This is an optimization exercise on Yosys and OpenROAD, whose aim is small area and a short achievable clock period, not a production implementation.
Function not checked in this run: the RTL went through the layout flow alone.
Power figures rest on the tool's default switching activity, not on a simulated workload.

--- design.v ---
module cic_iq_decim #(
  parameter int DIN_W    = 16,
  parameter int DOUT_W   = 16,
  parameter int STAGES   = 4,
  parameter int MAX_RATE = 16,
  parameter int GAIN_W   = 16,
  localparam int RATE_W  = $clog2(MAX_RATE + 1),
  localparam int ACC_W   = DIN_W + STAGES * $clog2(MAX_RATE),
  localparam int SHIFT_W = $clog2(ACC_W)
) (
  input  logic                     clk,
  input  logic                     rst,
  input  logic                     s_axis_data_tvalid,
  input  logic signed [DIN_W-1:0]  s_axis_data_tdata_real,
  input  logic signed [DIN_W-1:0]  s_axis_data_tdata_imag,
  input  logic                     cfg_load,
  input  logic [RATE_W-1:0]        cfg_rate,
  input  logic [SHIFT_W-1:0]       cfg_shift,
  input  logic [GAIN_W-1:0]        cfg_gain,
  output logic                     m_axis_data_tvalid,
  output logic signed [DOUT_W-1:0] m_axis_data_tdata_real,
  output logic signed [DOUT_W-1:0] m_axis_data_tdata_imag
);
  localparam int W   = 8;            
  localparam int L   = 32 / W;       
  localparam int NVV = L + 4;        
  localparam int NFV = L + 8;        
  logic [3:0]  rm1;                  
  logic [4:0]  shift_r;
  logic [15:0] gain_r;
  always_ff @(posedge clk) begin
    if (rst) begin
      rm1     <= 4'd1;
      shift_r <= '0;
      gain_r  <= 16'd16384;
    end else if (cfg_load) begin
      if (cfg_rate < 5'd2)
        rm1 <= 4'd1;
      else if (cfg_rate > 5'd16)
        rm1 <= 4'd15;
      else
        rm1 <= 4'(cfg_rate - 5'd1);
      shift_r <= cfg_shift;
      gain_r  <= cfg_gain;
    end
  end
  logic        flush_q;
  logic        v_q;
  logic [15:0] xr_q, xi_q, xi_d;
  always_ff @(posedge clk) begin
    flush_q <= rst | cfg_load;
    v_q     <= s_axis_data_tvalid;
    xr_q    <= s_axis_data_tvalid ? s_axis_data_tdata_real : 16'd0;
    xi_q    <= s_axis_data_tvalid ? s_axis_data_tdata_imag : 16'd0;
    xi_d    <= flush_q ? 16'd0 : xi_q;
  end
  logic [NVV-1:0] vv;
  assign vv[0] = v_q;
  always_ff @(posedge clk) begin
    if (flush_q) vv[NVV-1:1] <= '0;
    else         vv[NVV-1:1] <= vv[NVV-2:0];
  end
  logic [31:0] xd [2][L];
  assign xd[0][0] = {{16{xr_q[15]}}, xr_q};
  assign xd[1][0] = {{16{xi_d[15]}}, xi_d};
  always_ff @(posedge clk) begin
    for (int c = 0; c < 2; c++)
      for (int j = 1; j < L; j++)
        xd[c][j] <= flush_q ? 32'd0 : xd[c][j-1];
  end
  logic [W-1:0] integ  [2][4][L];
  logic         icar   [2][4][L];   
  logic [W:0]   isum   [2][4][L];
  always_comb begin
    for (int c = 0; c < 2; c++)
      for (int k = 0; k < 4; k++)
        for (int j = 0; j < L; j++)
          isum[c][k][j] = {1'b0, integ[c][k][j]}
                        + {1'b0, (k == 0) ? xd[c][j][j*W +: W]
                                          : (vv[k + j + c] ? integ[c][k-1][j] : {W{1'b0}})}
                        + (W+1)'((j == 0) ? 1'b0 : icar[c][k][j-1]);
  end
  always_ff @(posedge clk) begin
    for (int c = 0; c < 2; c++)
      for (int k = 0; k < 4; k++)
        for (int j = 0; j < L; j++) begin
          integ[c][k][j] <= flush_q ? {W{1'b0}} : isum[c][k][j][W-1:0];
          icar[c][k][j]  <= flush_q ? 1'b0 : isum[c][k][j][W];
        end
  end
  logic [3:0]     cnt;
  logic           fe;
  logic [NFV-1:0] fv;               
  assign fe = v_q & (cnt == rm1);
  always_ff @(posedge clk) begin
    if (flush_q) begin
      cnt <= '0;
      fv  <= '0;
    end else begin
      if (v_q)
        cnt <= fe ? 4'd0 : cnt + 4'd1;
      fv <= {fv[NFV-2:0], fe};
    end
  end
  logic [W-1:0] da  [4][L];         
  logic [W-1:0] db  [4][L];         
  logic         cbr [4][L];         
  logic [W-1:0] cin [5][L];         
  logic [W:0]   csum [4][L];
  logic [W-1:0] cmid [L];           
  always_comb begin
    for (int j = 0; j < L; j++) begin
      cin[0][j] = fv[4 + j] ? integ[1][3][j] : integ[0][3][j];
      cin[2][j] = cmid[j];
      for (int k = 0; k < 4; k++) begin
        csum[k][j] = {1'b0, cin[k][j]} + {1'b0, ~da[k][j]}
                   + (W+1)'((j == 0) ? 1'b1 : cbr[k][j-1]);
        if (k != 1)
          cin[k+1][j] = csum[k][j][W-1:0];
      end
    end
  end
  always_ff @(posedge clk) begin
    for (int j = 0; j < L; j++) begin
      cmid[j] <= csum[1][j][W-1:0];
      for (int k = 0; k < 4; k++) begin
        cbr[k][j] <= csum[k][j][W];
        if (flush_q) begin
          da[k][j] <= '0;
          db[k][j] <= '0;
        end else if (k < 2 ? (fv[3 + j] | fv[4 + j]) : (fv[4 + j] | fv[5 + j])) begin
          da[k][j] <= db[k][j];
          db[k][j] <= cin[k][j];
        end
      end
    end
  end
  logic [W-1:0] dsk [L][L];
  logic [31:0]  z;
  always_ff @(posedge clk) begin
    for (int j = 0; j < L; j++) begin
      dsk[j][0] <= cin[4][j];
      for (int d = 1; d < L - j; d++)
        dsk[j][d] <= dsk[j][d-1];
    end
  end
  always_comb
    for (int j = 0; j < L; j++)
      z[j*W +: W] = dsk[j][L-1-j];
  logic [30:0] ur;
  always_ff @(posedge clk)
    ur <= 31'(($signed({z, 1'b0})) >>> shift_r);
  logic [17:0] g3;
  always_ff @(posedge clk)
    g3 <= {2'b0, gain_r} + {1'b0, gain_r, 1'b0};
  logic bneg0, bs1_0, bs2_0, bs3_0, bs4_0;
  logic [17:0] bm0;
  logic bneg1, bs1_1, bs2_1, bs3_1, bs4_1;
  logic [17:0] bm1;
  logic bneg2, bs1_2, bs2_2, bs3_2, bs4_2;
  logic [17:0] bm2;
  logic bneg3, bs1_3, bs2_3, bs3_3, bs4_3;
  logic [17:0] bm3;
  logic bneg4, bs1_4, bs2_4, bs3_4, bs4_4;
  logic [17:0] bm4;
  logic bneg5, bs1_5, bs2_5, bs3_5, bs4_5;
  logic [17:0] bm5;
  logic bneg6, bs1_6, bs2_6, bs3_6, bs4_6;
  logic [17:0] bm6;
  logic bneg7, bs1_7, bs2_7, bs3_7, bs4_7;
  logic [17:0] bm7;
  logic bneg8, bs1_8, bs2_8, bs3_8, bs4_8;
  logic [17:0] bm8;
  logic bneg9, bs1_9, bs2_9, bs3_9, bs4_9;
  logic [17:0] bm9;
  logic ma0_s1, ma0_c2;
  logic ma0_s3, ma0_c4;
  logic ma0_s5, ma0_c6;
  logic ma0_s7, ma0_c8;
  logic ma0_s9, ma0_c10;
  logic ma0_s11, ma0_c12;
  logic ma0_s13, ma0_c14;
  logic ma0_s15, ma0_c16;
  logic ma0_s17, ma0_c18;
  logic ma0_s19, ma0_c20;
  logic ma0_s21, ma0_c22;
  logic ma0_s23, ma0_c24;
  logic ma0_s25, ma0_c26;
  logic ma0_s27, ma0_c28;
  logic ma0_s29, ma0_c30;
  logic ma0_s31, ma0_c32;
  logic ma0_s33, ma0_c34;
  logic ma0_s35, ma0_c36;
  logic ma0_s37, ma0_c38;
  logic ma0_s39, ma0_c40;
  logic ma0_s41, ma0_c42;
  logic ma0_s43, ma0_c44;
  logic ma0_s45, ma0_c46;
  logic ma0_s47, ma0_c48;
  logic ma0_s49, ma0_c50;
  logic ma0_s51, ma0_c52;
  logic ma0_s53, ma0_c54;
  logic ma1_s55, ma1_c56;
  logic ma1_s57, ma1_c58;
  logic ma1_s59, ma1_c60;
  logic ma1_s61, ma1_c62;
  logic ma1_s63, ma1_c64;
  logic ma1_s65, ma1_c66;
  logic ma1_s67, ma1_c68;
  logic ma1_s69, ma1_c70;
  logic ma1_s71, ma1_c72;
  logic ma1_s73, ma1_c74;
  logic ma1_s75, ma1_c76;
  logic ma1_s77, ma1_c78;
  logic ma1_s79, ma1_c80;
  logic ma1_s81, ma1_c82;
  logic ma1_s83, ma1_c84;
  logic ma1_s85, ma1_c86;
  logic ma1_s87, ma1_c88;
  logic ma1_s89, ma1_c90;
  logic ma1_s91, ma1_c92;
  logic ma1_s93, ma1_c94;
  logic ma1_s95, ma1_c96;
  logic ma1_s97, ma1_c98;
  logic ma1_s99, ma1_c100;
  logic ma1_s101, ma1_c102;
  logic ma1_s103, ma1_c104;
  logic ma1_s105, ma1_c106;
  logic ma1_s107, ma1_c108;
  logic ma1_s109, ma1_c110;
  logic ma1_s111, ma1_c112;
  logic ma1_s113, ma1_c114;
  logic ma1_s115, ma1_c116;
  logic ma1_s117, ma1_c118;
  logic ma1_s119, ma1_c120;
  logic ma1_s121, ma1_c122;
  logic ma1_s123, ma1_c124;
  logic ma1_s125, ma1_c126;
  logic ma1_s127, ma1_c128;
  logic ma1_s129, ma1_c130;
  logic ma1_s131, ma1_c132;
  logic [29:0] mr0;
  logic [29:0] mr1;
  logic [29:0] mr2;
  logic [29:0] mr3;
  logic mb0_s133, mb0_c134;
  logic mb0_s135, mb0_c136;
  logic mb0_s137, mb0_c138;
  logic mb0_s139, mb0_c140;
  logic mb0_s141, mb0_c142;
  logic mb0_s143, mb0_c144;
  logic mb0_s145, mb0_c146;
  logic mb0_s147, mb0_c148;
  logic mb0_s149, mb0_c150;
  logic mb0_s151, mb0_c152;
  logic mb0_s153, mb0_c154;
  logic mb0_s155, mb0_c156;
  logic mb0_s157, mb0_c158;
  logic mb0_s159, mb0_c160;
  logic mb0_s161, mb0_c162;
  logic mb0_s163, mb0_c164;
  logic mb0_s165, mb0_c166;
  logic mb0_s167, mb0_c168;
  logic mb0_s169, mb0_c170;
  logic mb0_s171, mb0_c172;
  logic mb0_s173, mb0_c174;
  logic mb0_s175, mb0_c176;
  logic mb0_s177, mb0_c178;
  logic mb0_s179, mb0_c180;
  logic mb1_s181, mb1_c182;
  logic mb1_s183, mb1_c184;
  logic mb1_s185, mb1_c186;
  logic mb1_s187, mb1_c188;
  logic mb1_s189, mb1_c190;
  logic mb1_s191, mb1_c192;
  logic mb1_s193, mb1_c194;
  logic mb1_s195, mb1_c196;
  logic mb1_s197, mb1_c198;
  logic mb1_s199, mb1_c200;
  logic mb1_s201, mb1_c202;
  logic mb1_s203, mb1_c204;
  logic mb1_s205, mb1_c206;
  logic mb1_s207, mb1_c208;
  logic mb1_s209, mb1_c210;
  logic mb1_s211, mb1_c212;
  logic mb1_s213, mb1_c214;
  logic mb1_s215, mb1_c216;
  logic mb1_s217, mb1_c218;
  logic mb1_s219, mb1_c220;
  logic mb1_s221, mb1_c222;
  logic mb1_s223, mb1_c224;
  logic mb1_s225, mb1_c226;
  logic mb1_s227, mb1_c228;
  logic mb1_s229, mb1_c230;
  logic mb1_s231, mb1_c232;
  logic mb1_s233, mb1_c234;
  logic [29:0] mx, my, p;
  assign bneg0 = ur[3];
  assign bs1_0 = ur[3] ? (ur[2] & (ur[1] ^ ur[0])) : (~ur[2] & (ur[1] ^ ur[0]));
  assign bs2_0 = (~ur[2] & ur[1] & ur[0]) | (ur[2] & ~ur[1] & ~ur[0]);
  assign bs3_0 = ur[3] ? (~ur[2] & (ur[1] ^ ur[0])) : (ur[2] & (ur[1] ^ ur[0]));
  assign bs4_0 = ur[3] ? (~ur[2] & ~ur[1] & ~ur[0]) : (ur[2] & ur[1] & ur[0]);
  assign bm0 = (({18{bs1_0}} & {2'b0, gain_r}) | ({18{bs2_0}} & {1'b0, gain_r, 1'b0}) | ({18{bs3_0}} & g3) | ({18{bs4_0}} & {gain_r, 2'b0})) ^ {18{bneg0}};
  assign bneg1 = ur[6];
  assign bs1_1 = ur[6] ? (ur[5] & (ur[4] ^ ur[3])) : (~ur[5] & (ur[4] ^ ur[3]));
  assign bs2_1 = (~ur[5] & ur[4] & ur[3]) | (ur[5] & ~ur[4] & ~ur[3]);
  assign bs3_1 = ur[6] ? (~ur[5] & (ur[4] ^ ur[3])) : (ur[5] & (ur[4] ^ ur[3]));
  assign bs4_1 = ur[6] ? (~ur[5] & ~ur[4] & ~ur[3]) : (ur[5] & ur[4] & ur[3]);
  assign bm1 = (({18{bs1_1}} & {2'b0, gain_r}) | ({18{bs2_1}} & {1'b0, gain_r, 1'b0}) | ({18{bs3_1}} & g3) | ({18{bs4_1}} & {gain_r, 2'b0})) ^ {18{bneg1}};
  assign bneg2 = ur[9];
  assign bs1_2 = ur[9] ? (ur[8] & (ur[7] ^ ur[6])) : (~ur[8] & (ur[7] ^ ur[6]));
  assign bs2_2 = (~ur[8] & ur[7] & ur[6]) | (ur[8] & ~ur[7] & ~ur[6]);
  assign bs3_2 = ur[9] ? (~ur[8] & (ur[7] ^ ur[6])) : (ur[8] & (ur[7] ^ ur[6]));
  assign bs4_2 = ur[9] ? (~ur[8] & ~ur[7] & ~ur[6]) : (ur[8] & ur[7] & ur[6]);
  assign bm2 = (({18{bs1_2}} & {2'b0, gain_r}) | ({18{bs2_2}} & {1'b0, gain_r, 1'b0}) | ({18{bs3_2}} & g3) | ({18{bs4_2}} & {gain_r, 2'b0})) ^ {18{bneg2}};
  assign bneg3 = ur[12];
  assign bs1_3 = ur[12] ? (ur[11] & (ur[10] ^ ur[9])) : (~ur[11] & (ur[10] ^ ur[9]));
  assign bs2_3 = (~ur[11] & ur[10] & ur[9]) | (ur[11] & ~ur[10] & ~ur[9]);
  assign bs3_3 = ur[12] ? (~ur[11] & (ur[10] ^ ur[9])) : (ur[11] & (ur[10] ^ ur[9]));
  assign bs4_3 = ur[12] ? (~ur[11] & ~ur[10] & ~ur[9]) : (ur[11] & ur[10] & ur[9]);
  assign bm3 = (({18{bs1_3}} & {2'b0, gain_r}) | ({18{bs2_3}} & {1'b0, gain_r, 1'b0}) | ({18{bs3_3}} & g3) | ({18{bs4_3}} & {gain_r, 2'b0})) ^ {18{bneg3}};
  assign bneg4 = ur[15];
  assign bs1_4 = ur[15] ? (ur[14] & (ur[13] ^ ur[12])) : (~ur[14] & (ur[13] ^ ur[12]));
  assign bs2_4 = (~ur[14] & ur[13] & ur[12]) | (ur[14] & ~ur[13] & ~ur[12]);
  assign bs3_4 = ur[15] ? (~ur[14] & (ur[13] ^ ur[12])) : (ur[14] & (ur[13] ^ ur[12]));
  assign bs4_4 = ur[15] ? (~ur[14] & ~ur[13] & ~ur[12]) : (ur[14] & ur[13] & ur[12]);
  assign bm4 = (({18{bs1_4}} & {2'b0, gain_r}) | ({18{bs2_4}} & {1'b0, gain_r, 1'b0}) | ({18{bs3_4}} & g3) | ({18{bs4_4}} & {gain_r, 2'b0})) ^ {18{bneg4}};
  assign bneg5 = ur[18];
  assign bs1_5 = ur[18] ? (ur[17] & (ur[16] ^ ur[15])) : (~ur[17] & (ur[16] ^ ur[15]));
  assign bs2_5 = (~ur[17] & ur[16] & ur[15]) | (ur[17] & ~ur[16] & ~ur[15]);
  assign bs3_5 = ur[18] ? (~ur[17] & (ur[16] ^ ur[15])) : (ur[17] & (ur[16] ^ ur[15]));
  assign bs4_5 = ur[18] ? (~ur[17] & ~ur[16] & ~ur[15]) : (ur[17] & ur[16] & ur[15]);
  assign bm5 = (({18{bs1_5}} & {2'b0, gain_r}) | ({18{bs2_5}} & {1'b0, gain_r, 1'b0}) | ({18{bs3_5}} & g3) | ({18{bs4_5}} & {gain_r, 2'b0})) ^ {18{bneg5}};
  assign bneg6 = ur[21];
  assign bs1_6 = ur[21] ? (ur[20] & (ur[19] ^ ur[18])) : (~ur[20] & (ur[19] ^ ur[18]));
  assign bs2_6 = (~ur[20] & ur[19] & ur[18]) | (ur[20] & ~ur[19] & ~ur[18]);
  assign bs3_6 = ur[21] ? (~ur[20] & (ur[19] ^ ur[18])) : (ur[20] & (ur[19] ^ ur[18]));
  assign bs4_6 = ur[21] ? (~ur[20] & ~ur[19] & ~ur[18]) : (ur[20] & ur[19] & ur[18]);
  assign bm6 = (({18{bs1_6}} & {2'b0, gain_r}) | ({18{bs2_6}} & {1'b0, gain_r, 1'b0}) | ({18{bs3_6}} & g3) | ({18{bs4_6}} & {gain_r, 2'b0})) ^ {18{bneg6}};
  assign bneg7 = ur[24];
  assign bs1_7 = ur[24] ? (ur[23] & (ur[22] ^ ur[21])) : (~ur[23] & (ur[22] ^ ur[21]));
  assign bs2_7 = (~ur[23] & ur[22] & ur[21]) | (ur[23] & ~ur[22] & ~ur[21]);
  assign bs3_7 = ur[24] ? (~ur[23] & (ur[22] ^ ur[21])) : (ur[23] & (ur[22] ^ ur[21]));
  assign bs4_7 = ur[24] ? (~ur[23] & ~ur[22] & ~ur[21]) : (ur[23] & ur[22] & ur[21]);
  assign bm7 = (({18{bs1_7}} & {2'b0, gain_r}) | ({18{bs2_7}} & {1'b0, gain_r, 1'b0}) | ({18{bs3_7}} & g3) | ({18{bs4_7}} & {gain_r, 2'b0})) ^ {18{bneg7}};
  assign bneg8 = ur[27];
  assign bs1_8 = ur[27] ? (ur[26] & (ur[25] ^ ur[24])) : (~ur[26] & (ur[25] ^ ur[24]));
  assign bs2_8 = (~ur[26] & ur[25] & ur[24]) | (ur[26] & ~ur[25] & ~ur[24]);
  assign bs3_8 = ur[27] ? (~ur[26] & (ur[25] ^ ur[24])) : (ur[26] & (ur[25] ^ ur[24]));
  assign bs4_8 = ur[27] ? (~ur[26] & ~ur[25] & ~ur[24]) : (ur[26] & ur[25] & ur[24]);
  assign bm8 = (({18{bs1_8}} & {2'b0, gain_r}) | ({18{bs2_8}} & {1'b0, gain_r, 1'b0}) | ({18{bs3_8}} & g3) | ({18{bs4_8}} & {gain_r, 2'b0})) ^ {18{bneg8}};
  assign bneg9 = ur[30];
  assign bs1_9 = ur[30] ? (ur[29] & (ur[28] ^ ur[27])) : (~ur[29] & (ur[28] ^ ur[27]));
  assign bs2_9 = (~ur[29] & ur[28] & ur[27]) | (ur[29] & ~ur[28] & ~ur[27]);
  assign bs3_9 = ur[30] ? (~ur[29] & (ur[28] ^ ur[27])) : (ur[29] & (ur[28] ^ ur[27]));
  assign bs4_9 = ur[30] ? (~ur[29] & ~ur[28] & ~ur[27]) : (ur[29] & ur[28] & ur[27]);
  assign bm9 = (({18{bs1_9}} & {2'b0, gain_r}) | ({18{bs2_9}} & {1'b0, gain_r, 1'b0}) | ({18{bs3_9}} & g3) | ({18{bs4_9}} & {gain_r, 2'b0})) ^ {18{bneg9}};
  assign ma0_s1 = bm0[15] ^ bm1[12];
  assign ma0_c2 = bm0[15] & bm1[12];
  assign ma0_s3 = bm0[16] ^ bm1[13];
  assign ma0_c4 = bm0[16] & bm1[13];
  assign ma0_s5 = bm0[17] ^ bm1[14];
  assign ma0_c6 = bm0[17] & bm1[14];
  assign ma0_s7 = ~bneg0 ^ bm1[15] ^ bm2[12];
  assign ma0_c8 = (~bneg0 & bm1[15]) | (~bneg0 & bm2[12]) | (bm1[15] & bm2[12]);
  assign ma0_s9 = bm3[9] ^ bm4[6] ^ bm5[3];
  assign ma0_c10 = (bm3[9] & bm4[6]) | (bm3[9] & bm5[3]) | (bm4[6] & bm5[3]);
  assign ma0_s11 = bm1[16] ^ bm2[13] ^ bm3[10];
  assign ma0_c12 = (bm1[16] & bm2[13]) | (bm1[16] & bm3[10]) | (bm2[13] & bm3[10]);
  assign ma0_s13 = bm4[7] ^ bm5[4];
  assign ma0_c14 = bm4[7] & bm5[4];
  assign ma0_s15 = bm1[17] ^ bm2[14] ^ bm3[11];
  assign ma0_c16 = (bm1[17] & bm2[14]) | (bm1[17] & bm3[11]) | (bm2[14] & bm3[11]);
  assign ma0_s17 = bm4[8] ^ bm5[5];
  assign ma0_c18 = bm4[8] & bm5[5];
  assign ma0_s19 = ~bneg1 ^ bm2[15] ^ bm3[12];
  assign ma0_c20 = (~bneg1 & bm2[15]) | (~bneg1 & bm3[12]) | (bm2[15] & bm3[12]);
  assign ma0_s21 = bm4[9] ^ bm5[6] ^ bm6[3];
  assign ma0_c22 = (bm4[9] & bm5[6]) | (bm4[9] & bm6[3]) | (bm5[6] & bm6[3]);
  assign ma0_s23 = bm2[16] ^ bm3[13] ^ bm4[10];
  assign ma0_c24 = (bm2[16] & bm3[13]) | (bm2[16] & bm4[10]) | (bm3[13] & bm4[10]);
  assign ma0_s25 = bm5[7] ^ bm6[4];
  assign ma0_c26 = bm5[7] & bm6[4];
  assign ma0_s27 = bm2[17] ^ bm3[14] ^ bm4[11];
  assign ma0_c28 = (bm2[17] & bm3[14]) | (bm2[17] & bm4[11]) | (bm3[14] & bm4[11]);
  assign ma0_s29 = bm5[8] ^ bm6[5];
  assign ma0_c30 = bm5[8] & bm6[5];
  assign ma0_s31 = ~bneg2 ^ bm3[15] ^ bm4[12];
  assign ma0_c32 = (~bneg2 & bm3[15]) | (~bneg2 & bm4[12]) | (bm3[15] & bm4[12]);
  assign ma0_s33 = bm5[9] ^ bm6[6] ^ bm7[3];
  assign ma0_c34 = (bm5[9] & bm6[6]) | (bm5[9] & bm7[3]) | (bm6[6] & bm7[3]);
  assign ma0_s35 = bm3[16] ^ bm4[13] ^ bm5[10];
  assign ma0_c36 = (bm3[16] & bm4[13]) | (bm3[16] & bm5[10]) | (bm4[13] & bm5[10]);
  assign ma0_s37 = bm6[7] ^ bm7[4];
  assign ma0_c38 = bm6[7] & bm7[4];
  assign ma0_s39 = bm3[17] ^ bm4[14] ^ bm5[11];
  assign ma0_c40 = (bm3[17] & bm4[14]) | (bm3[17] & bm5[11]) | (bm4[14] & bm5[11]);
  assign ma0_s41 = bm6[8] ^ bm7[5];
  assign ma0_c42 = bm6[8] & bm7[5];
  assign ma0_s43 = ~bneg3 ^ bm4[15] ^ bm5[12];
  assign ma0_c44 = (~bneg3 & bm4[15]) | (~bneg3 & bm5[12]) | (bm4[15] & bm5[12]);
  assign ma0_s45 = bm6[9] ^ bm7[6] ^ bm8[3];
  assign ma0_c46 = (bm6[9] & bm7[6]) | (bm6[9] & bm8[3]) | (bm7[6] & bm8[3]);
  assign ma0_s47 = bm4[16] ^ bm5[13] ^ bm6[10];
  assign ma0_c48 = (bm4[16] & bm5[13]) | (bm4[16] & bm6[10]) | (bm5[13] & bm6[10]);
  assign ma0_s49 = bm7[7] ^ bm8[4];
  assign ma0_c50 = bm7[7] & bm8[4];
  assign ma0_s51 = bm4[17] ^ bm5[14] ^ bm6[11];
  assign ma0_c52 = (bm4[17] & bm5[14]) | (bm4[17] & bm6[11]) | (bm5[14] & bm6[11]);
  assign ma0_s53 = bm7[8] ^ bm8[5];
  assign ma0_c54 = bm7[8] & bm8[5];
  assign ma1_s55 = bm0[9] ^ bm1[6];
  assign ma1_c56 = bm0[9] & bm1[6];
  assign ma1_s57 = bm0[10] ^ bm1[7];
  assign ma1_c58 = bm0[10] & bm1[7];
  assign ma1_s59 = bm0[11] ^ bm1[8];
  assign ma1_c60 = bm0[11] & bm1[8];
  assign ma1_s61 = bm0[12] ^ bm1[9] ^ bm2[6];
  assign ma1_c62 = (bm0[12] & bm1[9]) | (bm0[12] & bm2[6]) | (bm1[9] & bm2[6]);
  assign ma1_s63 = bm3[3] ^ bm4[0];
  assign ma1_c64 = bm3[3] & bm4[0];
  assign ma1_s65 = bm0[13] ^ bm1[10] ^ bm2[7];
  assign ma1_c66 = (bm0[13] & bm1[10]) | (bm0[13] & bm2[7]) | (bm1[10] & bm2[7]);
  assign ma1_s67 = bm3[4] ^ bm4[1] ^ 1'b1;
  assign ma1_c68 = (bm3[4] & bm4[1]) | (bm3[4] & 1'b1) | (bm4[1] & 1'b1);
  assign ma1_s69 = bm0[14] ^ bm1[11] ^ bm2[8];
  assign ma1_c70 = (bm0[14] & bm1[11]) | (bm0[14] & bm2[8]) | (bm1[11] & bm2[8]);
  assign ma1_s71 = bm3[5] ^ bm4[2];
  assign ma1_c72 = bm3[5] & bm4[2];
  assign ma1_s73 = ma0_s1 ^ bm2[9] ^ bm3[6];
  assign ma1_c74 = (ma0_s1 & bm2[9]) | (ma0_s1 & bm3[6]) | (bm2[9] & bm3[6]);
  assign ma1_s75 = bm4[3] ^ bm5[0] ^ bneg5;
  assign ma1_c76 = (bm4[3] & bm5[0]) | (bm4[3] & bneg5) | (bm5[0] & bneg5);
  assign ma1_s77 = ma0_s3 ^ bm2[10] ^ bm3[7];
  assign ma1_c78 = (ma0_s3 & bm2[10]) | (ma0_s3 & bm3[7]) | (bm2[10] & bm3[7]);
  assign ma1_s79 = bm4[4] ^ bm5[1] ^ ma0_c2;
  assign ma1_c80 = (bm4[4] & bm5[1]) | (bm4[4] & ma0_c2) | (bm5[1] & ma0_c2);
  assign ma1_s81 = ma0_s5 ^ bm2[11] ^ bm3[8];
  assign ma1_c82 = (ma0_s5 & bm2[11]) | (ma0_s5 & bm3[8]) | (bm2[11] & bm3[8]);
  assign ma1_s83 = bm4[5] ^ bm5[2] ^ ma0_c4;
  assign ma1_c84 = (bm4[5] & bm5[2]) | (bm4[5] & ma0_c4) | (bm5[2] & ma0_c4);
  assign ma1_s85 = ma0_s7 ^ ma0_s9 ^ bm6[0];
  assign ma1_c86 = (ma0_s7 & ma0_s9) | (ma0_s7 & bm6[0]) | (ma0_s9 & bm6[0]);
  assign ma1_s87 = bneg6 ^ 1'b1 ^ ma0_c6;
  assign ma1_c88 = (bneg6 & 1'b1) | (bneg6 & ma0_c6) | (1'b1 & ma0_c6);
  assign ma1_s89 = ma0_s11 ^ ma0_s13 ^ bm6[1];
  assign ma1_c90 = (ma0_s11 & ma0_s13) | (ma0_s11 & bm6[1]) | (ma0_s13 & bm6[1]);
  assign ma1_s91 = 1'b1 ^ ma0_c8 ^ ma0_c10;
  assign ma1_c92 = (1'b1 & ma0_c8) | (1'b1 & ma0_c10) | (ma0_c8 & ma0_c10);
  assign ma1_s93 = ma0_s15 ^ ma0_s17 ^ bm6[2];
  assign ma1_c94 = (ma0_s15 & ma0_s17) | (ma0_s15 & bm6[2]) | (ma0_s17 & bm6[2]);
  assign ma1_s95 = 1'b1 ^ ma0_c12 ^ ma0_c14;
  assign ma1_c96 = (1'b1 & ma0_c12) | (1'b1 & ma0_c14) | (ma0_c12 & ma0_c14);
  assign ma1_s97 = ma0_s19 ^ ma0_s21 ^ bm7[0];
  assign ma1_c98 = (ma0_s19 & ma0_s21) | (ma0_s19 & bm7[0]) | (ma0_s21 & bm7[0]);
  assign ma1_s99 = bneg7 ^ ma0_c16 ^ ma0_c18;
  assign ma1_c100 = (bneg7 & ma0_c16) | (bneg7 & ma0_c18) | (ma0_c16 & ma0_c18);
  assign ma1_s101 = ma0_s23 ^ ma0_s25 ^ bm7[1];
  assign ma1_c102 = (ma0_s23 & ma0_s25) | (ma0_s23 & bm7[1]) | (ma0_s25 & bm7[1]);
  assign ma1_s103 = 1'b1 ^ ma0_c20 ^ ma0_c22;
  assign ma1_c104 = (1'b1 & ma0_c20) | (1'b1 & ma0_c22) | (ma0_c20 & ma0_c22);
  assign ma1_s105 = ma0_s27 ^ ma0_s29 ^ bm7[2];
  assign ma1_c106 = (ma0_s27 & ma0_s29) | (ma0_s27 & bm7[2]) | (ma0_s29 & bm7[2]);
  assign ma1_s107 = 1'b1 ^ ma0_c24 ^ ma0_c26;
  assign ma1_c108 = (1'b1 & ma0_c24) | (1'b1 & ma0_c26) | (ma0_c24 & ma0_c26);
  assign ma1_s109 = ma0_s31 ^ ma0_s33 ^ bm8[0];
  assign ma1_c110 = (ma0_s31 & ma0_s33) | (ma0_s31 & bm8[0]) | (ma0_s33 & bm8[0]);
  assign ma1_s111 = bneg8 ^ ma0_c28 ^ ma0_c30;
  assign ma1_c112 = (bneg8 & ma0_c28) | (bneg8 & ma0_c30) | (ma0_c28 & ma0_c30);
  assign ma1_s113 = ma0_s35 ^ ma0_s37 ^ bm8[1];
  assign ma1_c114 = (ma0_s35 & ma0_s37) | (ma0_s35 & bm8[1]) | (ma0_s37 & bm8[1]);
  assign ma1_s115 = 1'b1 ^ ma0_c32 ^ ma0_c34;
  assign ma1_c116 = (1'b1 & ma0_c32) | (1'b1 & ma0_c34) | (ma0_c32 & ma0_c34);
  assign ma1_s117 = ma0_s39 ^ ma0_s41 ^ bm8[2];
  assign ma1_c118 = (ma0_s39 & ma0_s41) | (ma0_s39 & bm8[2]) | (ma0_s41 & bm8[2]);
  assign ma1_s119 = 1'b1 ^ ma0_c36 ^ ma0_c38;
  assign ma1_c120 = (1'b1 & ma0_c36) | (1'b1 & ma0_c38) | (ma0_c36 & ma0_c38);
  assign ma1_s121 = ma0_s43 ^ ma0_s45 ^ bm9[0];
  assign ma1_c122 = (ma0_s43 & ma0_s45) | (ma0_s43 & bm9[0]) | (ma0_s45 & bm9[0]);
  assign ma1_s123 = bneg9 ^ ma0_c40 ^ ma0_c42;
  assign ma1_c124 = (bneg9 & ma0_c40) | (bneg9 & ma0_c42) | (ma0_c40 & ma0_c42);
  assign ma1_s125 = ma0_s47 ^ ma0_s49 ^ bm9[1];
  assign ma1_c126 = (ma0_s47 & ma0_s49) | (ma0_s47 & bm9[1]) | (ma0_s49 & bm9[1]);
  assign ma1_s127 = 1'b1 ^ ma0_c44 ^ ma0_c46;
  assign ma1_c128 = (1'b1 & ma0_c44) | (1'b1 & ma0_c46) | (ma0_c44 & ma0_c46);
  assign ma1_s129 = ma0_s51 ^ ma0_s53 ^ bm9[2];
  assign ma1_c130 = (ma0_s51 & ma0_s53) | (ma0_s51 & bm9[2]) | (ma0_s53 & bm9[2]);
  assign ma1_s131 = 1'b1 ^ ma0_c48 ^ ma0_c50;
  assign ma1_c132 = (1'b1 & ma0_c48) | (1'b1 & ma0_c50) | (ma0_c48 & ma0_c50);
  assign mb0_s133 = mr0[6] ^ mr1[6];
  assign mb0_c134 = mr0[6] & mr1[6];
  assign mb0_s135 = mr0[7] ^ mr1[7];
  assign mb0_c136 = mr0[7] & mr1[7];
  assign mb0_s137 = mr0[8] ^ mr1[8];
  assign mb0_c138 = mr0[8] & mr1[8];
  assign mb0_s139 = mr0[9] ^ mr1[9] ^ mr2[9];
  assign mb0_c140 = (mr0[9] & mr1[9]) | (mr0[9] & mr2[9]) | (mr1[9] & mr2[9]);
  assign mb0_s141 = mr0[10] ^ mr1[10] ^ mr2[10];
  assign mb0_c142 = (mr0[10] & mr1[10]) | (mr0[10] & mr2[10]) | (mr1[10] & mr2[10]);
  assign mb0_s143 = mr0[11] ^ mr1[11] ^ mr2[11];
  assign mb0_c144 = (mr0[11] & mr1[11]) | (mr0[11] & mr2[11]) | (mr1[11] & mr2[11]);
  assign mb0_s145 = mr0[12] ^ mr1[12] ^ mr2[12];
  assign mb0_c146 = (mr0[12] & mr1[12]) | (mr0[12] & mr2[12]) | (mr1[12] & mr2[12]);
  assign mb0_s147 = mr0[13] ^ mr1[13] ^ mr2[13];
  assign mb0_c148 = (mr0[13] & mr1[13]) | (mr0[13] & mr2[13]) | (mr1[13] & mr2[13]);
  assign mb0_s149 = mr0[14] ^ mr1[14] ^ mr2[14];
  assign mb0_c150 = (mr0[14] & mr1[14]) | (mr0[14] & mr2[14]) | (mr1[14] & mr2[14]);
  assign mb0_s151 = mr0[15] ^ mr1[15] ^ mr2[15];
  assign mb0_c152 = (mr0[15] & mr1[15]) | (mr0[15] & mr2[15]) | (mr1[15] & mr2[15]);
  assign mb0_s153 = mr0[16] ^ mr1[16] ^ mr2[16];
  assign mb0_c154 = (mr0[16] & mr1[16]) | (mr0[16] & mr2[16]) | (mr1[16] & mr2[16]);
  assign mb0_s155 = mr0[17] ^ mr1[17] ^ mr2[17];
  assign mb0_c156 = (mr0[17] & mr1[17]) | (mr0[17] & mr2[17]) | (mr1[17] & mr2[17]);
  assign mb0_s157 = mr0[18] ^ mr1[18] ^ mr2[18];
  assign mb0_c158 = (mr0[18] & mr1[18]) | (mr0[18] & mr2[18]) | (mr1[18] & mr2[18]);
  assign mb0_s159 = mr0[19] ^ mr1[19] ^ mr2[19];
  assign mb0_c160 = (mr0[19] & mr1[19]) | (mr0[19] & mr2[19]) | (mr1[19] & mr2[19]);
  assign mb0_s161 = mr0[20] ^ mr1[20] ^ mr2[20];
  assign mb0_c162 = (mr0[20] & mr1[20]) | (mr0[20] & mr2[20]) | (mr1[20] & mr2[20]);
  assign mb0_s163 = mr0[21] ^ mr1[21] ^ mr2[21];
  assign mb0_c164 = (mr0[21] & mr1[21]) | (mr0[21] & mr2[21]) | (mr1[21] & mr2[21]);
  assign mb0_s165 = mr0[22] ^ mr1[22] ^ mr2[22];
  assign mb0_c166 = (mr0[22] & mr1[22]) | (mr0[22] & mr2[22]) | (mr1[22] & mr2[22]);
  assign mb0_s167 = mr0[23] ^ mr1[23] ^ mr2[23];
  assign mb0_c168 = (mr0[23] & mr1[23]) | (mr0[23] & mr2[23]) | (mr1[23] & mr2[23]);
  assign mb0_s169 = mr0[24] ^ mr1[24] ^ mr2[24];
  assign mb0_c170 = (mr0[24] & mr1[24]) | (mr0[24] & mr2[24]) | (mr1[24] & mr2[24]);
  assign mb0_s171 = mr0[25] ^ mr1[25] ^ mr2[25];
  assign mb0_c172 = (mr0[25] & mr1[25]) | (mr0[25] & mr2[25]) | (mr1[25] & mr2[25]);
  assign mb0_s173 = mr0[26] ^ mr1[26] ^ mr2[26];
  assign mb0_c174 = (mr0[26] & mr1[26]) | (mr0[26] & mr2[26]) | (mr1[26] & mr2[26]);
  assign mb0_s175 = mr0[27] ^ mr1[27] ^ mr2[27];
  assign mb0_c176 = (mr0[27] & mr1[27]) | (mr0[27] & mr2[27]) | (mr1[27] & mr2[27]);
  assign mb0_s177 = mr0[28] ^ mr1[28] ^ mr2[28];
  assign mb0_c178 = (mr0[28] & mr1[28]) | (mr0[28] & mr2[28]) | (mr1[28] & mr2[28]);
  assign mb0_s179 = mr0[29] ^ mr1[29] ^ mr2[29];
  assign mb0_c180 = (mr0[29] & mr1[29]) | (mr0[29] & mr2[29]) | (mr1[29] & mr2[29]);
  assign mb1_s181 = mr0[3] ^ mr1[3];
  assign mb1_c182 = mr0[3] & mr1[3];
  assign mb1_s183 = mr0[4] ^ mr1[4];
  assign mb1_c184 = mr0[4] & mr1[4];
  assign mb1_s185 = mr0[5] ^ mr1[5];
  assign mb1_c186 = mr0[5] & mr1[5];
  assign mb1_s187 = mb0_s133 ^ mr2[6] ^ mr3[6];
  assign mb1_c188 = (mb0_s133 & mr2[6]) | (mb0_s133 & mr3[6]) | (mr2[6] & mr3[6]);
  assign mb1_s189 = mb0_s135 ^ mr2[7] ^ mb0_c134;
  assign mb1_c190 = (mb0_s135 & mr2[7]) | (mb0_s135 & mb0_c134) | (mr2[7] & mb0_c134);
  assign mb1_s191 = mb0_s137 ^ mr2[8] ^ mb0_c136;
  assign mb1_c192 = (mb0_s137 & mr2[8]) | (mb0_s137 & mb0_c136) | (mr2[8] & mb0_c136);
  assign mb1_s193 = mb0_s139 ^ mr3[9] ^ mb0_c138;
  assign mb1_c194 = (mb0_s139 & mr3[9]) | (mb0_s139 & mb0_c138) | (mr3[9] & mb0_c138);
  assign mb1_s195 = mb0_s141 ^ mr3[10] ^ mb0_c140;
  assign mb1_c196 = (mb0_s141 & mr3[10]) | (mb0_s141 & mb0_c140) | (mr3[10] & mb0_c140);
  assign mb1_s197 = mb0_s143 ^ mr3[11] ^ mb0_c142;
  assign mb1_c198 = (mb0_s143 & mr3[11]) | (mb0_s143 & mb0_c142) | (mr3[11] & mb0_c142);
  assign mb1_s199 = mb0_s145 ^ mr3[12] ^ mb0_c144;
  assign mb1_c200 = (mb0_s145 & mr3[12]) | (mb0_s145 & mb0_c144) | (mr3[12] & mb0_c144);
  assign mb1_s201 = mb0_s147 ^ mr3[13] ^ mb0_c146;
  assign mb1_c202 = (mb0_s147 & mr3[13]) | (mb0_s147 & mb0_c146) | (mr3[13] & mb0_c146);
  assign mb1_s203 = mb0_s149 ^ mr3[14] ^ mb0_c148;
  assign mb1_c204 = (mb0_s149 & mr3[14]) | (mb0_s149 & mb0_c148) | (mr3[14] & mb0_c148);
  assign mb1_s205 = mb0_s151 ^ mr3[15] ^ mb0_c150;
  assign mb1_c206 = (mb0_s151 & mr3[15]) | (mb0_s151 & mb0_c150) | (mr3[15] & mb0_c150);
  assign mb1_s207 = mb0_s153 ^ mr3[16] ^ mb0_c152;
  assign mb1_c208 = (mb0_s153 & mr3[16]) | (mb0_s153 & mb0_c152) | (mr3[16] & mb0_c152);
  assign mb1_s209 = mb0_s155 ^ mr3[17] ^ mb0_c154;
  assign mb1_c210 = (mb0_s155 & mr3[17]) | (mb0_s155 & mb0_c154) | (mr3[17] & mb0_c154);
  assign mb1_s211 = mb0_s157 ^ mr3[18] ^ mb0_c156;
  assign mb1_c212 = (mb0_s157 & mr3[18]) | (mb0_s157 & mb0_c156) | (mr3[18] & mb0_c156);
  assign mb1_s213 = mb0_s159 ^ mr3[19] ^ mb0_c158;
  assign mb1_c214 = (mb0_s159 & mr3[19]) | (mb0_s159 & mb0_c158) | (mr3[19] & mb0_c158);
  assign mb1_s215 = mb0_s161 ^ mr3[20] ^ mb0_c160;
  assign mb1_c216 = (mb0_s161 & mr3[20]) | (mb0_s161 & mb0_c160) | (mr3[20] & mb0_c160);
  assign mb1_s217 = mb0_s163 ^ mr3[21] ^ mb0_c162;
  assign mb1_c218 = (mb0_s163 & mr3[21]) | (mb0_s163 & mb0_c162) | (mr3[21] & mb0_c162);
  assign mb1_s219 = mb0_s165 ^ mr3[22] ^ mb0_c164;
  assign mb1_c220 = (mb0_s165 & mr3[22]) | (mb0_s165 & mb0_c164) | (mr3[22] & mb0_c164);
  assign mb1_s221 = mb0_s167 ^ mr3[23] ^ mb0_c166;
  assign mb1_c222 = (mb0_s167 & mr3[23]) | (mb0_s167 & mb0_c166) | (mr3[23] & mb0_c166);
  assign mb1_s223 = mb0_s169 ^ mr3[24] ^ mb0_c168;
  assign mb1_c224 = (mb0_s169 & mr3[24]) | (mb0_s169 & mb0_c168) | (mr3[24] & mb0_c168);
  assign mb1_s225 = mb0_s171 ^ mr3[25] ^ mb0_c170;
  assign mb1_c226 = (mb0_s171 & mr3[25]) | (mb0_s171 & mb0_c170) | (mr3[25] & mb0_c170);
  assign mb1_s227 = mb0_s173 ^ mr3[26] ^ mb0_c172;
  assign mb1_c228 = (mb0_s173 & mr3[26]) | (mb0_s173 & mb0_c172) | (mr3[26] & mb0_c172);
  assign mb1_s229 = mb0_s175 ^ mr3[27] ^ mb0_c174;
  assign mb1_c230 = (mb0_s175 & mr3[27]) | (mb0_s175 & mb0_c174) | (mr3[27] & mb0_c174);
  assign mb1_s231 = mb0_s177 ^ mr3[28] ^ mb0_c176;
  assign mb1_c232 = (mb0_s177 & mr3[28]) | (mb0_s177 & mb0_c176) | (mr3[28] & mb0_c176);
  assign mb1_s233 = mb0_s179 ^ mr3[29] ^ mb0_c178;
  assign mb1_c234 = (mb0_s179 & mr3[29]) | (mb0_s179 & mb0_c178) | (mr3[29] & mb0_c178);
  assign mx[0] = mr0[0];
  assign my[0] = mr1[0];
  assign mx[1] = mr0[1];
  assign my[1] = 1'b0;
  assign mx[2] = mr0[2];
  assign my[2] = 1'b0;
  assign mx[3] = mb1_s181;
  assign my[3] = mr2[3];
  assign mx[4] = mb1_s183;
  assign my[4] = mb1_c182;
  assign mx[5] = mb1_s185;
  assign my[5] = mb1_c184;
  assign mx[6] = mb1_s187;
  assign my[6] = mb1_c186;
  assign mx[7] = mb1_s189;
  assign my[7] = mb1_c188;
  assign mx[8] = mb1_s191;
  assign my[8] = mb1_c190;
  assign mx[9] = mb1_s193;
  assign my[9] = mb1_c192;
  assign mx[10] = mb1_s195;
  assign my[10] = mb1_c194;
  assign mx[11] = mb1_s197;
  assign my[11] = mb1_c196;
  assign mx[12] = mb1_s199;
  assign my[12] = mb1_c198;
  assign mx[13] = mb1_s201;
  assign my[13] = mb1_c200;
  assign mx[14] = mb1_s203;
  assign my[14] = mb1_c202;
  assign mx[15] = mb1_s205;
  assign my[15] = mb1_c204;
  assign mx[16] = mb1_s207;
  assign my[16] = mb1_c206;
  assign mx[17] = mb1_s209;
  assign my[17] = mb1_c208;
  assign mx[18] = mb1_s211;
  assign my[18] = mb1_c210;
  assign mx[19] = mb1_s213;
  assign my[19] = mb1_c212;
  assign mx[20] = mb1_s215;
  assign my[20] = mb1_c214;
  assign mx[21] = mb1_s217;
  assign my[21] = mb1_c216;
  assign mx[22] = mb1_s219;
  assign my[22] = mb1_c218;
  assign mx[23] = mb1_s221;
  assign my[23] = mb1_c220;
  assign mx[24] = mb1_s223;
  assign my[24] = mb1_c222;
  assign mx[25] = mb1_s225;
  assign my[25] = mb1_c224;
  assign mx[26] = mb1_s227;
  assign my[26] = mb1_c226;
  assign mx[27] = mb1_s229;
  assign my[27] = mb1_c228;
  assign mx[28] = mb1_s231;
  assign my[28] = mb1_c230;
  assign mx[29] = mb1_s233;
  assign my[29] = mb1_c232;
  assign p = mx + my;
  always_ff @(posedge clk) begin
    mr0[0] <= bm0[0];
    mr1[0] <= bneg0;
    mr2[0] <= 1'b0;
    mr3[0] <= 1'b0;
    mr0[1] <= bm0[1];
    mr1[1] <= 1'b0;
    mr2[1] <= 1'b0;
    mr3[1] <= 1'b0;
    mr0[2] <= bm0[2];
    mr1[2] <= 1'b0;
    mr2[2] <= 1'b0;
    mr3[2] <= 1'b0;
    mr0[3] <= bm0[3];
    mr1[3] <= bm1[0];
    mr2[3] <= bneg1;
    mr3[3] <= 1'b0;
    mr0[4] <= bm0[4];
    mr1[4] <= bm1[1];
    mr2[4] <= 1'b0;
    mr3[4] <= 1'b0;
    mr0[5] <= bm0[5];
    mr1[5] <= bm1[2];
    mr2[5] <= 1'b0;
    mr3[5] <= 1'b0;
    mr0[6] <= bm0[6];
    mr1[6] <= bm1[3];
    mr2[6] <= bm2[0];
    mr3[6] <= bneg2;
    mr0[7] <= bm0[7];
    mr1[7] <= bm1[4];
    mr2[7] <= bm2[1];
    mr3[7] <= 1'b0;
    mr0[8] <= bm0[8];
    mr1[8] <= bm1[5];
    mr2[8] <= bm2[2];
    mr3[8] <= 1'b0;
    mr0[9] <= ma1_s55;
    mr1[9] <= bm2[3];
    mr2[9] <= bm3[0];
    mr3[9] <= bneg3;
    mr0[10] <= ma1_s57;
    mr1[10] <= bm2[4];
    mr2[10] <= bm3[1];
    mr3[10] <= ma1_c56;
    mr0[11] <= ma1_s59;
    mr1[11] <= bm2[5];
    mr2[11] <= bm3[2];
    mr3[11] <= ma1_c58;
    mr0[12] <= ma1_s61;
    mr1[12] <= ma1_s63;
    mr2[12] <= bneg4;
    mr3[12] <= ma1_c60;
    mr0[13] <= ma1_s65;
    mr1[13] <= ma1_s67;
    mr2[13] <= ma1_c62;
    mr3[13] <= ma1_c64;
    mr0[14] <= ma1_s69;
    mr1[14] <= ma1_s71;
    mr2[14] <= ma1_c66;
    mr3[14] <= ma1_c68;
    mr0[15] <= ma1_s73;
    mr1[15] <= ma1_s75;
    mr2[15] <= ma1_c70;
    mr3[15] <= ma1_c72;
    mr0[16] <= ma1_s77;
    mr1[16] <= ma1_s79;
    mr2[16] <= ma1_c74;
    mr3[16] <= ma1_c76;
    mr0[17] <= ma1_s81;
    mr1[17] <= ma1_s83;
    mr2[17] <= ma1_c78;
    mr3[17] <= ma1_c80;
    mr0[18] <= ma1_s85;
    mr1[18] <= ma1_s87;
    mr2[18] <= ma1_c82;
    mr3[18] <= ma1_c84;
    mr0[19] <= ma1_s89;
    mr1[19] <= ma1_s91;
    mr2[19] <= ma1_c86;
    mr3[19] <= ma1_c88;
    mr0[20] <= ma1_s93;
    mr1[20] <= ma1_s95;
    mr2[20] <= ma1_c90;
    mr3[20] <= ma1_c92;
    mr0[21] <= ma1_s97;
    mr1[21] <= ma1_s99;
    mr2[21] <= ma1_c94;
    mr3[21] <= ma1_c96;
    mr0[22] <= ma1_s101;
    mr1[22] <= ma1_s103;
    mr2[22] <= ma1_c98;
    mr3[22] <= ma1_c100;
    mr0[23] <= ma1_s105;
    mr1[23] <= ma1_s107;
    mr2[23] <= ma1_c102;
    mr3[23] <= ma1_c104;
    mr0[24] <= ma1_s109;
    mr1[24] <= ma1_s111;
    mr2[24] <= ma1_c106;
    mr3[24] <= ma1_c108;
    mr0[25] <= ma1_s113;
    mr1[25] <= ma1_s115;
    mr2[25] <= ma1_c110;
    mr3[25] <= ma1_c112;
    mr0[26] <= ma1_s117;
    mr1[26] <= ma1_s119;
    mr2[26] <= ma1_c114;
    mr3[26] <= ma1_c116;
    mr0[27] <= ma1_s121;
    mr1[27] <= ma1_s123;
    mr2[27] <= ma1_c118;
    mr3[27] <= ma1_c120;
    mr0[28] <= ma1_s125;
    mr1[28] <= ma1_s127;
    mr2[28] <= ma1_c122;
    mr3[28] <= ma1_c124;
    mr0[29] <= ma1_s129;
    mr1[29] <= ma1_s131;
    mr2[29] <= ma1_c126;
    mr3[29] <= ma1_c128;
  end
  always_ff @(posedge clk) begin
    if (fv[L + 6])
      m_axis_data_tdata_real <= p[29:14];
    m_axis_data_tdata_imag <= p[29:14];
    m_axis_data_tvalid <= fv[L + 7] & ~flush_q & ~rst & ~cfg_load;
  end
endmodule
--- run.sh ---
#!/bin/bash
# synth_recipe.tcl (not shown) runs the flow's synth.tcl, then flattens the netlist and writes it again
# the make line also repeats each setting of config.mk as NAME=value (left out here)
make -C /OpenROAD-flow-scripts/flow DESIGN_CONFIG=/design/flow/config.mk WORK_HOME=/design/flow/orfs CLKGATE_MAP_FILE= SYNTH_SCRIPT=/design/flow/synth_recipe.tcl finish
--- config.mk ---
export PLATFORM = sky130hd
export DESIGN_NAME = cic_iq_decim
export DESIGN_NICKNAME = cic_iq_decim
export VERILOG_FILES = /design/flow/design.v
export SDC_FILE = /design/flow/constraint.sdc
export NUM_CORES = 4
export LEC_CHECK = 0
export CAP_MARGIN = 20
export CORE_MARGIN = 2
export CORE_UTILIZATION = 40
export SETUP_SLACK_MARGIN = 5
export SLEW_MARGIN = 20
--- constraint.sdc ---
create_clock -name core_clock -period 9.5 [get_ports {clk}]
set_input_delay 1.9000 -clock core_clock [delete_from_list [all_inputs] [get_ports {clk}]]
set_output_delay 1.9000 -clock core_clock [all_outputs]
set_load 0.01 [all_outputs]
==> notes.md <==
state kept, by name, summed over array words and instances (netlist names), 28 cells and up:
name and count:
integ 256, ur 31, cmid 32, da 128, mr1 28, mr0 30
db 128, dsk 80
power by group:
group	switching, uW	leakage, uW	internal (uW)
Combinational	1350	0.0131	1060
Clock	1750	0.00189	2700
Sequential	171	0.00785	4410
Total	3270	0.0228	8160
cells by family (layout without fill, tap and decap cells):
group,Yosys count,count (layout),share of synthesized area
multiplexers,124,124,0.02832
AO/OA/AOI/OAI,1126,1126,0.1419
buffers and inverters,760,820,0.05651
XOR/XNOR,390,390,0.06705
AND/OR/NAND/NOR,1734,1734,0.1581
flip-flops,965,965,0.3823
adder cells (fa/ha/maj),576,576,0.1658
layer usage:
layer  wire length, microns  up-vias  track usage
met5                      0        -            0
met4                   3955        0      0.05858
met2                  47030      826       0.2644
met3                   5438      247      0.02966
li1                       -    18888            -
met1                  47670    16767       0.2060
layout by cell type, fill, tap and decap left out, types with 17 or more instances in the layout:
cell / synthesis / routed
a211oi_1: 25 / 25
mux2_2: 41 / 41
nand2_1: 655 / 655
nor3b_1: 29 / 29
bufinv_16: 0 / 17
nor2_1: 436 / 428
clkbuf_8: 0 / 17
clkdlybuf4s50_1: 0 / 94
nor3_1: 121 / 121
nand2b_1: 34 / 34
buf_4: 1 / 47
inv_1: 473 / 473
fa_1: 165 / 165
a22o_1: 109 / 109
dfxtp_1: 949 / 946
clkinv_2: 0 / 24
ha_1: 411 / 411
a21o_1: 52 / 52
mux2i_1: 71 / 70
clkbuf_16: 0 / 108
a21boi_0: 68 / 68
o21ai_0: 214 / 213
xor2_1: 83 / 83
a221oi_1: 102 / 102
and2_1: 198 / 198
a21oi_1: 410 / 409
o21bai_1: 41 / 41
nand3_1: 20 / 20
nor2b_1: 169 / 166
xnor2_1: 307 / 307
layout make-up:
cell class                 count  area (sq um)  area share
multi-input combinational   3950         28640      0.5008
clock inverter                65         905.9     0.01584
clock buffer                 135          2974     0.05200
timing repair buffer         143          1334     0.02332
sequential                   965         19480      0.3407
inverter                     477          1790     0.03130
tap                         1650          2064     0.03609
through the flow:
stage               area (sq um)  setup WS, ns  hold slack, ns
floorplan                  50950         6.086          0.3096
global placement           53280         5.772          0.3102
detailed placement         53310         5.697          0.3121
CTS                        57190         5.600          0.3246
global route               57200         5.474          0.3297
finish                     57200         5.677          0.3215
worst min path at each step:
stage	from	endpoint	slack [ns]	cells past startpoint
floorplan	dsk[0][0]	dsk[1][0]	0.31	0
finish	dsk[5][6]	dsk[6][6]	0.32	0
detailed placement	dsk[2][2]	dsk[3][2]	0.31	0
CTS	dsk[5][6]	dsk[6][6]	0.32	0
global placement	dsk[5][1]	dsk[6][1]	0.31	0
global route	dsk[2][7]	dsk[3][7]	0.33	0
critical path: cells and delay by family (launching register included):
| kind | cells | cell delay, ns |
|---|---|---|
| flip-flops | 1 | 1.03 |
| adder cells (fa/ha/maj) | 2 | 1.02 |
| AND/OR/NAND/NOR | 1 | 0.84 |
| XOR/XNOR | 2 | 0.41 |
| AO/OA/AOI/OAI | 2 | 0.32 |
| buffers and inverters | 1 | 0.06 |
==> metrics.md <==
| Metric | Value |
|---|---|
| Post-DR vias/cell | `4.973` |
| First-pass GRT wire length | `175.4 mm` |
| Power Total | `11430 uW` |
| Outcome | `complete, no violations` |
| Inst Count DP | `7185` |
| Num CTS Buffers | `106` |
| Antenna diodes | `0` |
| I/O Buffers | `94` |
| Share of cells above drive strength 1 | `0.05789` |
| Residual DRC count | `0` |
| Cell Area, Synth | `50950 sq um` |
| Hold Crit Class | `register to register` |
| Final ANT Viol Nets | `0` |
| # clock sinks | `965` |
| Final Cycle Share | `0.4024` |
| WS Path Type | `register to register` |
| Hold-fix buffers at CTS | `0` |
| Final Max Tran Viols | `0` |
| Drt pass-1 iters | `9` |
| H-tree levels | `3` |
| Register area share after synthesis | `0.3823` |
| Core Box Area | `126100 sq um` |
| Max incr delay on CP | `1.03 ns` |
| Tmin final | `3.823 ns` |
| Reg2Reg Depth | `8` |
| Fmax | `261.6 MHz` |
| Synth Instances | `5675` |
| RSZ-0062 raised after global routing | `no` |
| Syn Nets | `6313` |
| Drt wl/cell | `14.10 microns` |
| Max_slew headroom | `0.2612` |
| Synth top area share | `0.3729` |
| Total Routing Usage GR | `0.1594` |
| CP most frequent cell | `fa_1` |
| Post-synth EDFFs | `16` |
| Final Hold Fails | `0` |
| Die area | `130200 sq um` |
| Initial antenna violation count | `0` |
| Setup Skew | `0.04171 ns` |
| Final setup violation count | `0` |
| Synth cell count leaders | `dfxtp_1, nand2_1, inv_1, nor2_1, ha_1` |
| CP Launch Type | `register` |
| Yosys reg bits | `965` |
| Max-Cap Viols | `0` |
| Reg clk slew, reported paths | `0.07 ns` |
| CP arrival | `4.38 ns` |
| GPL Wtd Cong | `0.8740` |
| Reg2Reg Capture Point | `mr0[24]` |
| Crit-path slowest cell | `dfxtp_1` |
| Number of DRC markers in iteration 0 | `2453` |
| CTS root buf | `clkbuf_16` |
| Synth area leaders | `dfxtp_1, ha_1, fa_1` |
| Die Y | `360.9 microns` |
| Syn Area/Cell | `8.977 sq um` |
| Initial Utilization | `0.4041` |
| Critical path origin | `ur[18]` |
| Setup crit end | `mr0[24]` |
| Largest net degree at the start of global routing | `200` |
| Crit-path cells | `xnor2_1 > nor2b_1 > a22o_1 > a221oi_1 > xor2_1 > fa_1 > inv_1 > fa_1` |
| I/O Pins | `95` |
| Synth async-reset ratio | `0` |
| CTS max path bufs | `3` |
| Power per cell area | `199.9 nW/um^2` |
| Post-route core utilization | `0.4537` |
| Post-CTS sizing | `0` |
| Synth Warn # | `12` |
| Via count | `36728` |
| Tightest Pin Transition | `1.107 ns` |
| P_leak | `0.02284 uW` |
| DPL Wire Length | `72.65 mm` |
| Number of fillers in the final layout | `11979` |
| Setup_tns | `0 ns` |
| Worst EP required | `10.06 ns` |
| Row count | `130` |
| CP max FO | `23` |
| Clock latency on the worst-skew pair | `0.72 ns` |
| Non-filler cells, final | `7385` |
| Cell variety after synth | `68` |
| Fin nets | `6281` |
| Area leader, netlist | `dfxtp_1` |
| Ys flop type | `dfxtp_1` |
| Worst setup EP type | `register` |
| Worst VDD drop | `144.1 uV` |
| Area growth, synth to finish | `12.27%` |
| RR Startpoint | `ur[18]` |
| Grt total ovfl | `0` |
| Setup Buffers After CTS | `0` |
| Number of global-route vias before repair | `35506` |
| Top-count cell post-synth | `dfxtp_1` |
| Drt total wl | `104.1 mm` |
| Die width | `360.9 microns` |
| R2R Setup Slk | `5.68 ns` |
| TritonCTS clock tree | `yes` |

==> separate check: timing with driven ports <==
The results above use ideal ports. As a check the final layout listed here was re-extracted and re-timed, cells and wires unchanged. Step 1, drivers: a clkbuf_16 drives clk and a buf_2 each remaining input, both assumed. Step 2, shift: input delay + t, output delay - t, t = (earliest + latest rising clock arrival at the registers) / 2. This alone moves slack from input paths to output paths. a / b / c = no drivers / after step 1 / after step 2; a / b = the first two.
shift t [ns]: 0.770
setup slack, ns: 5.677 / 5.677 / 5.677
latest minus earliest clock arrival (ns): 0.045 / 0.045
worst register clock-pin slew, ns: 0.07 / 0.07
worst data-port slew with drivers (ns): 0.05
After both steps setup and hold are still met in this run. The setup slack of this run moves by 0.000 ns with the drivers and by 0.000 ns with both steps.
